Context: an optimization exercise on an open-source flow, tuned for small area, a short achievable clock period and few clock cycles per item. The choices shown serve that exercise and are no tape-out recipe.
In this exercise RTL edits were held to simulation tests only and were not proved equivalent to the original.
Power figures rest on the tool's default switching activity, not on a simulated workload.

==> inputs of 05-06 <==
==> flow/design.v <==
package ogrf_pkg;
  localparam int MAX_ROWS = 64;
  localparam int MAX_COLS = 64;
  localparam int ROW_AW   = (MAX_ROWS > 1) ? $clog2(MAX_ROWS) : 1;
  localparam int COL_AW   = (MAX_COLS > 1) ? $clog2(MAX_COLS) : 1;
  localparam int FUNC_W  = 2;
  localparam int COORD_W = 6;
  localparam int CELL_W  = 2;
  localparam int SIZE_W  = 7;
  localparam int CFG_IW  = 2;
  localparam logic [FUNC_W-1:0] FUNC_CLEAR = 2'd0;
  localparam logic [FUNC_W-1:0] FUNC_MARK  = 2'd1;
  localparam logic [FUNC_W-1:0] FUNC_READ  = 2'd2;
  localparam logic [CELL_W-1:0] CELL_FREE     = 2'd0;
  localparam logic [CELL_W-1:0] CELL_OBSTACLE = 2'd1;
  localparam logic [CELL_W-1:0] CELL_STATION  = 2'd2;
  localparam logic [CFG_IW-1:0] CFG_ROWS    = 2'd0;
  localparam logic [CFG_IW-1:0] CFG_COLS    = 2'd1;
  localparam logic [CFG_IW-1:0] CFG_STN_ROW = 2'd2;
  localparam logic [CFG_IW-1:0] CFG_STN_COL = 2'd3;
  localparam int RES_W = 4;
  localparam int QDEPTH = 4;
  localparam int QCNT_W = $clog2(QDEPTH + 1);
  localparam int QA_W   = $clog2(QDEPTH);
endpackage
import ogrf_pkg::*;
module ogrf_ctrl
(
  input  logic                      clk,
  input  logic                      rst_n,
  input  logic                      in_valid,
  output logic                      in_ready,
  output logic                      out_valid,
  input  logic                      out_ready,
  output logic [ogrf_pkg::RES_W-1:0] out_res,
  input  logic                      split_in,     
  input  logic                      res_valid,    
  input  logic [ogrf_pkg::RES_W-1:0] res_data
);
  logic [QCNT_W-1:0] outst_r, outst_nxt;    
  logic [QCNT_W-1:0] qcnt_r, qcnt_nxt;      
  logic [QA_W-1:0]   wp_r, rp_r, rp_nxt;    
  logic [QDEPTH*RES_W-1:0] q_r;            
  logic [RES_W-1:0]  head_r;                
  logic              ready_r;
  logic              valid_r;
  logic              acc, pop;
  assign in_ready  = ready_r;
  assign out_valid = valid_r;
  assign out_res   = head_r;
  assign acc = in_valid && ready_r;
  assign pop = valid_r && out_ready;
  always_comb begin
    outst_nxt = outst_r;
    if (acc && !pop) outst_nxt = outst_r + 1'b1;
    if (!acc && pop) outst_nxt = outst_r - 1'b1;
    qcnt_nxt = qcnt_r;
    if (res_valid && !pop) qcnt_nxt = qcnt_r + 1'b1;
    if (!res_valid && pop) qcnt_nxt = qcnt_r - 1'b1;
    rp_nxt = pop ? rp_r + 1'b1 : rp_r;
  end
  always_ff @(posedge clk) begin
    if (!rst_n) begin
      outst_r <= '0;
      qcnt_r  <= '0;
      wp_r    <= '0;
      rp_r    <= '0;
      ready_r <= 1'b1;
      valid_r <= 1'b0;
    end else begin
      outst_r <= outst_nxt;
      qcnt_r  <= qcnt_nxt;
      wp_r    <= res_valid ? wp_r + 1'b1 : wp_r;
      rp_r    <= rp_nxt;
      ready_r <= (int'(outst_nxt) < QDEPTH) && !(acc && split_in);
      valid_r <= (qcnt_nxt != '0);
    end
  end
  always_ff @(posedge clk) begin
    for (int i = 0; i < QDEPTH; i++) begin
      if (res_valid && (int'(wp_r) == i)) begin
        q_r[i*RES_W +: RES_W] <= res_data;
      end
    end
    if (res_valid && (wp_r == rp_nxt)) begin
      head_r <= res_data;
    end else begin
      head_r <= q_r[int'(rp_nxt)*RES_W +: RES_W];
    end
  end
endmodule
import ogrf_pkg::*;
module ogrf_dp
(
  input  logic               clk,
  input  logic               rst_n,
  input  logic               cfg_we,
  input  logic [ogrf_pkg::CFG_IW-1:0]  cfg_index,
  input  logic [ogrf_pkg::SIZE_W-1:0]  cfg_wdata,
  input  logic               in_valid,
  input  logic               in_ready,
  input  logic [ogrf_pkg::FUNC_W-1:0]  func,
  input  logic [ogrf_pkg::COORD_W-1:0] row_low,
  input  logic [ogrf_pkg::COORD_W-1:0] col_low,
  input  logic [ogrf_pkg::COORD_W-1:0] row_high,
  input  logic [ogrf_pkg::COORD_W-1:0] col_high,
  output logic               split_in,
  output logic               res_valid,
  output logic [ogrf_pkg::RES_W-1:0]   res_data
);
  logic [SIZE_W-1:0]  rows_r, cols_r;
  logic [COORD_W-1:0] stn_row_r, stn_col_r;
  always_ff @(posedge clk) begin
    if (!rst_n) begin
      rows_r    <= SIZE_W'(64);
      cols_r    <= SIZE_W'(64);
      stn_row_r <= '0;
      stn_col_r <= '0;
    end else if (cfg_we) begin
      unique case (cfg_index)
        CFG_ROWS:    rows_r    <= cfg_wdata;
        CFG_COLS:    cols_r    <= cfg_wdata;
        CFG_STN_ROW: stn_row_r <= cfg_wdata[COORD_W-1:0];
        CFG_STN_COL: stn_col_r <= cfg_wdata[COORD_W-1:0];
        default: begin
        end
      endcase
    end
  end
  logic i_rl_ok, i_rh_ok, i_cl_ok, i_ch_ok;
  logic i_mark, i_read, i_clear;
  logic i_mark_oor, i_read_oor, i_go, i_rd_go, i_stn_in, i_stn_col, i_stn_at;
  logic acc;
  assign acc = in_valid && in_ready;
  assign i_rl_ok = ({1'b0, row_low}  < rows_r);
  assign i_rh_ok = ({1'b0, row_high} < rows_r);
  assign i_cl_ok = ({1'b0, col_low}  < cols_r);
  assign i_ch_ok = ({1'b0, col_high} < cols_r);
  assign i_mark     = (func == FUNC_MARK);
  assign i_read     = (func == FUNC_READ);
  assign i_clear    = (func == FUNC_CLEAR);
  assign i_mark_oor = !(i_rl_ok && i_rh_ok && i_cl_ok && i_ch_ok);
  assign i_read_oor = !(i_rl_ok && i_cl_ok);
  assign i_go       = i_mark && !i_mark_oor;
  assign i_rd_go    = i_read && !i_read_oor;
  assign i_stn_col  = (stn_col_r >= col_low) && (stn_col_r <= col_high);
  assign i_stn_in   = (stn_row_r >= row_low) && (stn_row_r <= row_high) && i_stn_col;
  assign i_stn_at   = (row_low == stn_row_r) && (col_low == stn_col_r);
  assign split_in   = i_go && i_stn_in;
  logic [COORD_W-1:0]  i_col_end;
  logic [MAX_ROWS-1:0] i_row_in, i_row_sel, stn_row_sel;
  logic [MAX_COLS-1:0] i_col_in, stn_col_sel;
  assign i_col_end = i_read ? col_low : col_high;
  always_comb begin
    for (int r = 0; r < MAX_ROWS; r++) begin
      i_row_in[r]    = (r >= int'(row_low)) && (r <= int'(row_high));
      i_row_sel[r]   = (r == int'(row_low));
      stn_row_sel[r] = (r == int'(stn_row_r));
    end
    for (int c = 0; c < MAX_COLS; c++) begin
      i_col_in[c]    = (c >= int'(col_low)) && (c <= int'(i_col_end));
      stn_col_sel[c] = (c == int'(stn_col_r));
    end
  end
  logic                v1;        
  logic                sp1;       
  logic                ph2;       
  logic                keep1;     
  logic                wr1;       
  logic                ex1;       
  logic [MAX_ROWS-1:0] rm1;
  logic [MAX_COLS-1:0] cm1;
  logic [MAX_ROWS-1:0] rs1;       
  logic                oor1, stn1, need1;
  always_ff @(posedge clk) begin
    if (!rst_n) begin
      v1   <= 1'b0;
      sp1  <= 1'b0;
      ph2  <= 1'b0;
      keep1 <= 1'b0;
      wr1  <= 1'b0;
      ex1  <= 1'b0;
    end else begin
      v1   <= acc;
      sp1  <= acc && split_in;
      ph2  <= sp1;
      keep1 <= !(acc && i_clear);
      wr1  <= sp1 || (acc && i_go);
      ex1  <= !sp1 && i_stn_col;
    end
  end
  always_ff @(posedge clk) begin
    if (sp1) begin
      rm1 <= stn_row_sel;
    end else begin
      rm1 <= i_row_in;
    end
  end
  always_ff @(posedge clk) begin
    if (!sp1) begin
      cm1 <= i_col_in;
    end
  end
  always_ff @(posedge clk) begin
    rs1   <= i_row_sel;
    oor1  <= (i_mark && i_mark_oor) || (i_read && i_read_oor);
    stn1  <= i_rd_go && i_stn_at;
    need1 <= i_rd_go && !i_stn_at;
  end
  logic [MAX_ROWS-1:0] row_m;
  logic [MAX_COLS-1:0] col_m;
  logic                keep;
  assign row_m = rm1 & {MAX_ROWS{wr1}} & ~(ex1 ? stn_row_sel : '0);
  assign col_m = ph2 ? (cm1 & ~stn_col_sel) : cm1;
  assign keep  = keep1;
  logic [MAX_COLS-1:0] grid_r [MAX_ROWS];
  for (genvar r = 0; r < MAX_ROWS; r++) begin : g_row
    always_ff @(posedge clk) begin
      grid_r[r] <= (grid_r[r] & {MAX_COLS{keep}}) |
                   (col_m & {MAX_COLS{row_m[r]}});
    end
  end
  localparam int RD_GRP = 2;
  localparam int RD_W   = MAX_COLS / RD_GRP;
  logic [MAX_COLS-1:0] row_data, cell_data;
  logic [RD_W-1:0]     grp_data;
  always_comb begin
    row_data = '0;
    for (int r = 0; r < MAX_ROWS; r++) begin
      row_data = row_data | (grid_r[r] & {MAX_COLS{rs1[r]}});
    end
    cell_data = row_data & cm1;
    for (int g = 0; g < RD_W; g++) begin
      grp_data[g] = |cell_data[g*RD_GRP +: RD_GRP];
    end
  end
  logic [RD_W-1:0]     rd2;
  logic                v2;
  logic                oor2, ref2, stn2, need2;
  always_ff @(posedge clk) begin
    if (!rst_n) begin
      v2 <= 1'b0;
    end else begin
      v2 <= v1;
    end
  end
  always_ff @(posedge clk) begin
    rd2   <= grp_data;
    oor2  <= oor1;
    ref2  <= sp1;
    stn2  <= stn1;
    need2 <= need1;
  end
  logic [CELL_W-1:0] cell_st;
  always_comb begin
    cell_st = CELL_FREE;
    if (stn2) begin
      cell_st = CELL_STATION;
    end else if (need2 && (|rd2)) begin
      cell_st = CELL_OBSTACLE;
    end
  end
  assign res_valid = v2;
  assign res_data  = {oor2, ref2, cell_st};
endmodule
import ogrf_pkg::*;
module occupancy_grid_rect_fill
(
  input  logic              clk,
  input  logic              rst_n,
  input  logic              cfg_we,
  input  logic [ogrf_pkg::CFG_IW-1:0] cfg_index,
  input  logic [ogrf_pkg::SIZE_W-1:0] cfg_wdata,
  input  logic              in_tvalid,
  output logic              in_tready,
  input  logic [23:0]       in_tdata,    
  input  logic [1:0]        in_tuser,    
  output logic              out_tvalid,
  input  logic              out_tready,
  output logic [7:0]        out_tdata    
);
  logic             split_in;
  logic             res_valid;
  logic [RES_W-1:0] res_data;
  logic [RES_W-1:0] out_res;
  ogrf_ctrl u_ctrl (
    .clk        (clk),
    .rst_n      (rst_n),
    .in_valid   (in_tvalid),
    .in_ready   (in_tready),
    .out_valid  (out_tvalid),
    .out_ready  (out_tready),
    .out_res    (out_res),
    .split_in (split_in),
    .res_valid  (res_valid),
    .res_data   (res_data)
  );
  ogrf_dp u_dp (
    .clk        (clk),
    .rst_n      (rst_n),
    .cfg_we     (cfg_we),
    .cfg_index  (cfg_index),
    .cfg_wdata  (cfg_wdata),
    .in_valid   (in_tvalid),
    .in_ready   (in_tready),
    .func       (in_tuser),
    .row_low    (in_tdata[5:0]),
    .col_low    (in_tdata[11:6]),
    .row_high   (in_tdata[17:12]),
    .col_high   (in_tdata[23:18]),
    .split_in (split_in),
    .res_valid  (res_valid),
    .res_data   (res_data)
  );
  assign out_tdata = {4'b0000, out_res};
endmodule
==> flow/flow/run.sh <==
#!/bin/bash
# Own layout flow: the standard ORFS flow (standard.sh, standard synthesis
# included), with one change: clock tree synthesis adds no dummy loads. The
# clock tree is still balanced over every register. make's full output goes
# to flow_make.log in the work folder; ORFS keeps its per-step logs under
# orfs/logs.
set -euo pipefail
export CTS_ARGS="-sink_clustering_enable -repair_clock_nets -sink_clustering_size 25 -sink_clustering_max_diameter 70 -dont_use_dummy_load"
bash standard.sh > flow_make.log 2>&1
==> flow/standard.sh <==
#!/bin/bash
# synth_recipe.tcl (not shown) runs the flow's synth.tcl, then flattens the netlist and writes it again
# the make line also repeats each setting of config.mk as NAME=value (left out here)
make -C /OpenROAD-flow-scripts/flow DESIGN_CONFIG=/design/flow/config.mk WORK_HOME=/design/flow/orfs CLKGATE_MAP_FILE= SYNTH_SCRIPT=/design/flow/synth_recipe.tcl "${@:-finish}"
==> flow/config.mk <==
export PLATFORM = sky130hd
export DESIGN_NAME = occupancy_grid_rect_fill
export DESIGN_NICKNAME = occupancy_grid_rect_fill
export VERILOG_FILES = /design/flow/design.v
export SDC_FILE = /design/flow/constraint.sdc
export NUM_CORES = 8
export LEC_CHECK = 0
export CAP_MARGIN = 30
export CORE_MARGIN = 2
export CORE_UTILIZATION = 40
export SETUP_SLACK_MARGIN = 5
export SLEW_MARGIN = 30
==> flow/constraint.sdc <==
create_clock -name core_clock -period 8.0 [get_ports {clk}]
set_input_delay 1.6000 -clock core_clock [delete_from_list [all_inputs] [get_ports {clk}]]
set_output_delay 1.6000 -clock core_clock [all_outputs]
set_load 0.01 [all_outputs]
==> inputs of 02-19, as changes to 05-06 <==
--- a/flow/design.v
+++ b/flow/design.v
@@ -23,3 +23,2 @@
   localparam int QCNT_W = $clog2(QDEPTH + 1);
-  localparam int QA_W   = $clog2(QDEPTH);
 endpackage
@@ -41,5 +40,3 @@
   logic [QCNT_W-1:0] qcnt_r, qcnt_nxt;      
-  logic [QA_W-1:0]   wp_r, rp_r, rp_nxt;    
-  logic [QDEPTH*RES_W-1:0] q_r;            
-  logic [RES_W-1:0]  head_r;                
+  logic [RES_W-1:0]  q_r [QDEPTH];          
   logic              ready_r;
@@ -49,3 +46,3 @@
   assign out_valid = valid_r;
-  assign out_res   = head_r;
+  assign out_res   = q_r[0];
   assign acc = in_valid && ready_r;
@@ -59,3 +56,2 @@
     if (!res_valid && pop) qcnt_nxt = qcnt_r - 1'b1;
-    rp_nxt = pop ? rp_r + 1'b1 : rp_r;
   end
@@ -65,4 +61,2 @@
       qcnt_r  <= '0;
-      wp_r    <= '0;
-      rp_r    <= '0;
       ready_r <= 1'b1;
@@ -72,4 +66,2 @@
       qcnt_r  <= qcnt_nxt;
-      wp_r    <= res_valid ? wp_r + 1'b1 : wp_r;
-      rp_r    <= rp_nxt;
       ready_r <= (int'(outst_nxt) < QDEPTH) && !(acc && split_in);
@@ -80,11 +72,9 @@
     for (int i = 0; i < QDEPTH; i++) begin
-      if (res_valid && (int'(wp_r) == i)) begin
-        q_r[i*RES_W +: RES_W] <= res_data;
+      if (pop) begin
+        if (i + 1 < QDEPTH) q_r[i] <= q_r[i + 1];
+        if (res_valid && (int'(qcnt_r) == i + 1)) q_r[i] <= res_data;
+      end else begin
+        if (res_valid && (int'(qcnt_r) == i)) q_r[i] <= res_data;
       end
     end
-    if (res_valid && (wp_r == rp_nxt)) begin
-      head_r <= res_data;
-    end else begin
-      head_r <= q_r[int'(rp_nxt)*RES_W +: RES_W];
-    end
   end
@@ -131,3 +121,3 @@
   logic i_mark, i_read, i_clear;
-  logic i_mark_oor, i_read_oor, i_go, i_rd_go, i_stn_in, i_stn_col, i_stn_at;
+  logic i_mark_oor, i_read_oor, i_go, i_rd_go, i_stn_in, i_stn_at;
   logic acc;
@@ -145,10 +135,8 @@
   assign i_rd_go    = i_read && !i_read_oor;
-  assign i_stn_col  = (stn_col_r >= col_low) && (stn_col_r <= col_high);
-  assign i_stn_in   = (stn_row_r >= row_low) && (stn_row_r <= row_high) && i_stn_col;
+  assign i_stn_in   = (stn_row_r >= row_low) && (stn_row_r <= row_high) &&
+                      (stn_col_r >= col_low) && (stn_col_r <= col_high);
   assign i_stn_at   = (row_low == stn_row_r) && (col_low == stn_col_r);
   assign split_in   = i_go && i_stn_in;
-  logic [COORD_W-1:0]  i_col_end;
-  logic [MAX_ROWS-1:0] i_row_in, i_row_sel, stn_row_sel;
+  logic [MAX_ROWS-1:0] i_row_in, stn_row_sel;
   logic [MAX_COLS-1:0] i_col_in, stn_col_sel;
-  assign i_col_end = i_read ? col_low : col_high;
   always_comb begin
@@ -156,3 +144,2 @@
       i_row_in[r]    = (r >= int'(row_low)) && (r <= int'(row_high));
-      i_row_sel[r]   = (r == int'(row_low));
       stn_row_sel[r] = (r == int'(stn_row_r));
@@ -160,3 +147,3 @@
     for (int c = 0; c < MAX_COLS; c++) begin
-      i_col_in[c]    = (c >= int'(col_low)) && (c <= int'(i_col_end));
+      i_col_in[c]    = (c >= int'(col_low)) && (c <= int'(col_high));
       stn_col_sel[c] = (c == int'(stn_col_r));
@@ -168,7 +155,5 @@
   logic                keep1;     
-  logic                wr1;       
-  logic                ex1;       
   logic [MAX_ROWS-1:0] rm1;
   logic [MAX_COLS-1:0] cm1;
-  logic [MAX_ROWS-1:0] rs1;       
+  logic [COORD_W-1:0]  rl1, cl1;
   logic                oor1, stn1, need1;
@@ -180,4 +165,3 @@
       keep1 <= 1'b0;
-      wr1  <= 1'b0;
-      ex1  <= 1'b0;
+      rm1  <= '0;
     end else begin
@@ -187,11 +171,9 @@
       keep1 <= !(acc && i_clear);
-      wr1  <= sp1 || (acc && i_go);
-      ex1  <= !sp1 && i_stn_col;
-    end
-  end
-  always_ff @(posedge clk) begin
-    if (sp1) begin
-      rm1 <= stn_row_sel;
-    end else begin
-      rm1 <= i_row_in;
+      if (sp1) begin
+        rm1 <= stn_row_sel;
+      end else if (acc && i_go) begin
+        rm1 <= i_row_in & ~(split_in ? stn_row_sel : '0);
+      end else begin
+        rm1 <= '0;
+      end
     end
@@ -204,3 +186,4 @@
   always_ff @(posedge clk) begin
-    rs1   <= i_row_sel;
+    rl1   <= row_low;
+    cl1   <= col_low;
     oor1  <= (i_mark && i_mark_oor) || (i_read && i_read_oor);
@@ -209,6 +192,11 @@
   end
-  logic [MAX_ROWS-1:0] row_m;
+  logic [MAX_ROWS-1:0] row_sel, row_m;
   logic [MAX_COLS-1:0] col_m;
   logic                keep;
-  assign row_m = rm1 & {MAX_ROWS{wr1}} & ~(ex1 ? stn_row_sel : '0);
+  always_comb begin
+    for (int r = 0; r < MAX_ROWS; r++) begin
+      row_sel[r] = (r == int'(rl1));
+    end
+  end
+  assign row_m = rm1;
   assign col_m = ph2 ? (cm1 & ~stn_col_sel) : cm1;
@@ -222,6 +210,3 @@
   end
-  localparam int RD_GRP = 2;
-  localparam int RD_W   = MAX_COLS / RD_GRP;
-  logic [MAX_COLS-1:0] row_data, cell_data;
-  logic [RD_W-1:0]     grp_data;
+  logic [MAX_COLS-1:0] row_data;
   always_comb begin
@@ -229,11 +214,8 @@
     for (int r = 0; r < MAX_ROWS; r++) begin
-      row_data = row_data | (grid_r[r] & {MAX_COLS{rs1[r]}});
-    end
-    cell_data = row_data & cm1;
-    for (int g = 0; g < RD_W; g++) begin
-      grp_data[g] = |cell_data[g*RD_GRP +: RD_GRP];
+      row_data = row_data | (grid_r[r] & {MAX_COLS{row_sel[r]}});
     end
   end
-  logic [RD_W-1:0]     rd2;
+  logic [MAX_COLS-1:0] rd2;
   logic                v2;
+  logic [COL_AW-1:0]   c2;
   logic                oor2, ref2, stn2, need2;
@@ -247,3 +229,4 @@
   always_ff @(posedge clk) begin
-    rd2   <= grp_data;
+    rd2   <= row_data;
+    c2    <= COL_AW'(cl1);
     oor2  <= oor1;
@@ -258,3 +241,3 @@
       cell_st = CELL_STATION;
-    end else if (need2 && (|rd2)) begin
+    end else if (need2 && rd2[c2]) begin
       cell_st = CELL_OBSTACLE;
CAP_MARGIN = 20   (was 30)
SLEW_MARGIN = 20   (was 30)
==> inputs of 01-25, as changes to 05-06 <==
--- a/flow/design.v
+++ b/flow/design.v
@@ -169,3 +169,2 @@
   logic                wr1;       
-  logic                ex1;       
   logic [MAX_ROWS-1:0] rm1;
@@ -181,3 +180,2 @@
       wr1  <= 1'b0;
-      ex1  <= 1'b0;
     end else begin
@@ -188,3 +186,2 @@
       wr1  <= sp1 || (acc && i_go);
-      ex1  <= !sp1 && i_stn_col;
     end
@@ -195,3 +192,3 @@
     end else begin
-      rm1 <= i_row_in;
+      rm1 <= i_row_in & ~(i_stn_col ? stn_row_sel : '0);
     end
@@ -212,3 +209,3 @@
   logic                keep;
-  assign row_m = rm1 & {MAX_ROWS{wr1}} & ~(ex1 ? stn_row_sel : '0);
+  assign row_m = rm1 & {MAX_ROWS{wr1}};
   assign col_m = ph2 ? (cm1 & ~stn_col_sel) : cm1;
@@ -222,3 +219,3 @@
   end
-  localparam int RD_GRP = 2;
+  localparam int RD_GRP = 4;
   localparam int RD_W   = MAX_COLS / RD_GRP;
==> flow_summary_export.csv <==
group,metric,value,unit
status,status,"finished clean",
finish,inverters,46,
global_route,use_met2,0.5274,
finish,buf_share,0.03468,
power,power.leakage,64.29,nW
worst_setup_path,cp-startpoint,"u_ctrl.q_r[0][1]$_DFFE_PP_",
timing,fin_ws,4.846,ns
detailed_routing,ant_nets,0,
yosys,synth_area_leaders,"dfxtp_1 (54%), a22o_1 (23%), a22oi_1 (9.7%)",
yosys,muxShareOfSynthArea,0.004360,
clock_network,numCtsBuffers,217,
yosys,ys_warn_count,4,
timing,period_needed,3.154,ns
finish,seq_cell_count,4368,
[end of results for 02-19]
==> flow_summary_export.csv <==
group,metric,value,unit
status,status,"finished clean",
worst_setup_path,cp-startpoint,"u_dp.wr1$_SDFF_PN0_",
clock_network,numCtsBuffers,214,
finish,inverters,45,
finish,buf_share,0.03796,
yosys,synth_area_leaders,"dfxtp_1 (54%), o21ai_0 (13%), nand2_1 (10%)",
global_route,use_met2,0.5477,
yosys,ys_warn_count,3,
[end of results for 01-25]
==> flow_summary_export.csv <==
group,metric,value,unit
worst_setup_path,cp-startpoint,"u_dp.stn_col_r[2]$_SDFFE_PN0P_",
timing,period_needed,3.329,ns
timing,slew_violations,62,
global_route,use_met2,0.5311,
clock_network,numCtsBuffers,218,
timing,fin_ws,4.671,ns
status,status,"finished with violations",
status,so.violations,"antenna violations, max-slew violations",
detailed_routing,ant_nets,6,
[end of results for 05-06]
Testbench counts of 05-06, summed over its fixed seeds: cycles 3,246, requests 3,200.
Testbench counts of 02-19, summed over its fixed seeds: cycles 3,246, requests 3,200.
Testbench counts of 01-25, summed over its fixed seeds: cycles 3,246, requests 3,200.

[re-timing with driven ports]
Ports are ideal in the flow. The routed layouts listed here were re-timed in OpenROAD. Step 1: set_driving_cell puts a clkbuf_16 on clk and a buf_2 on each other input, an assumption about the parent block. Step 2 adds t to the input delays and takes it off the output delays; t is the mean of the earliest and latest rising clock arrival at the registers after step 1. Input paths then give back, and output paths get back, about the clock's delay inside the block. Slacks: no drivers / after step 1 / after step 2; pairs: no drivers / after step 1.
run | shift t [ns] | slack for setup (ns) | worst setup path after step 2 | worst slew at a driven data input, ns
05-06 | 1.086 | 4.671 / 4.671 / 4.052 | input to register | 0.05
02-19 | 1.099 | 4.846 / 4.728 / 3.992 | input to register | 0.08
01-25 | 1.082 | 4.750 / 4.750 / 4.017 | input to register | 0.04
For 02-19, which loses most, drivers alone change the setup slack by -0.118 ns; drivers and shift together by -0.854 ns.
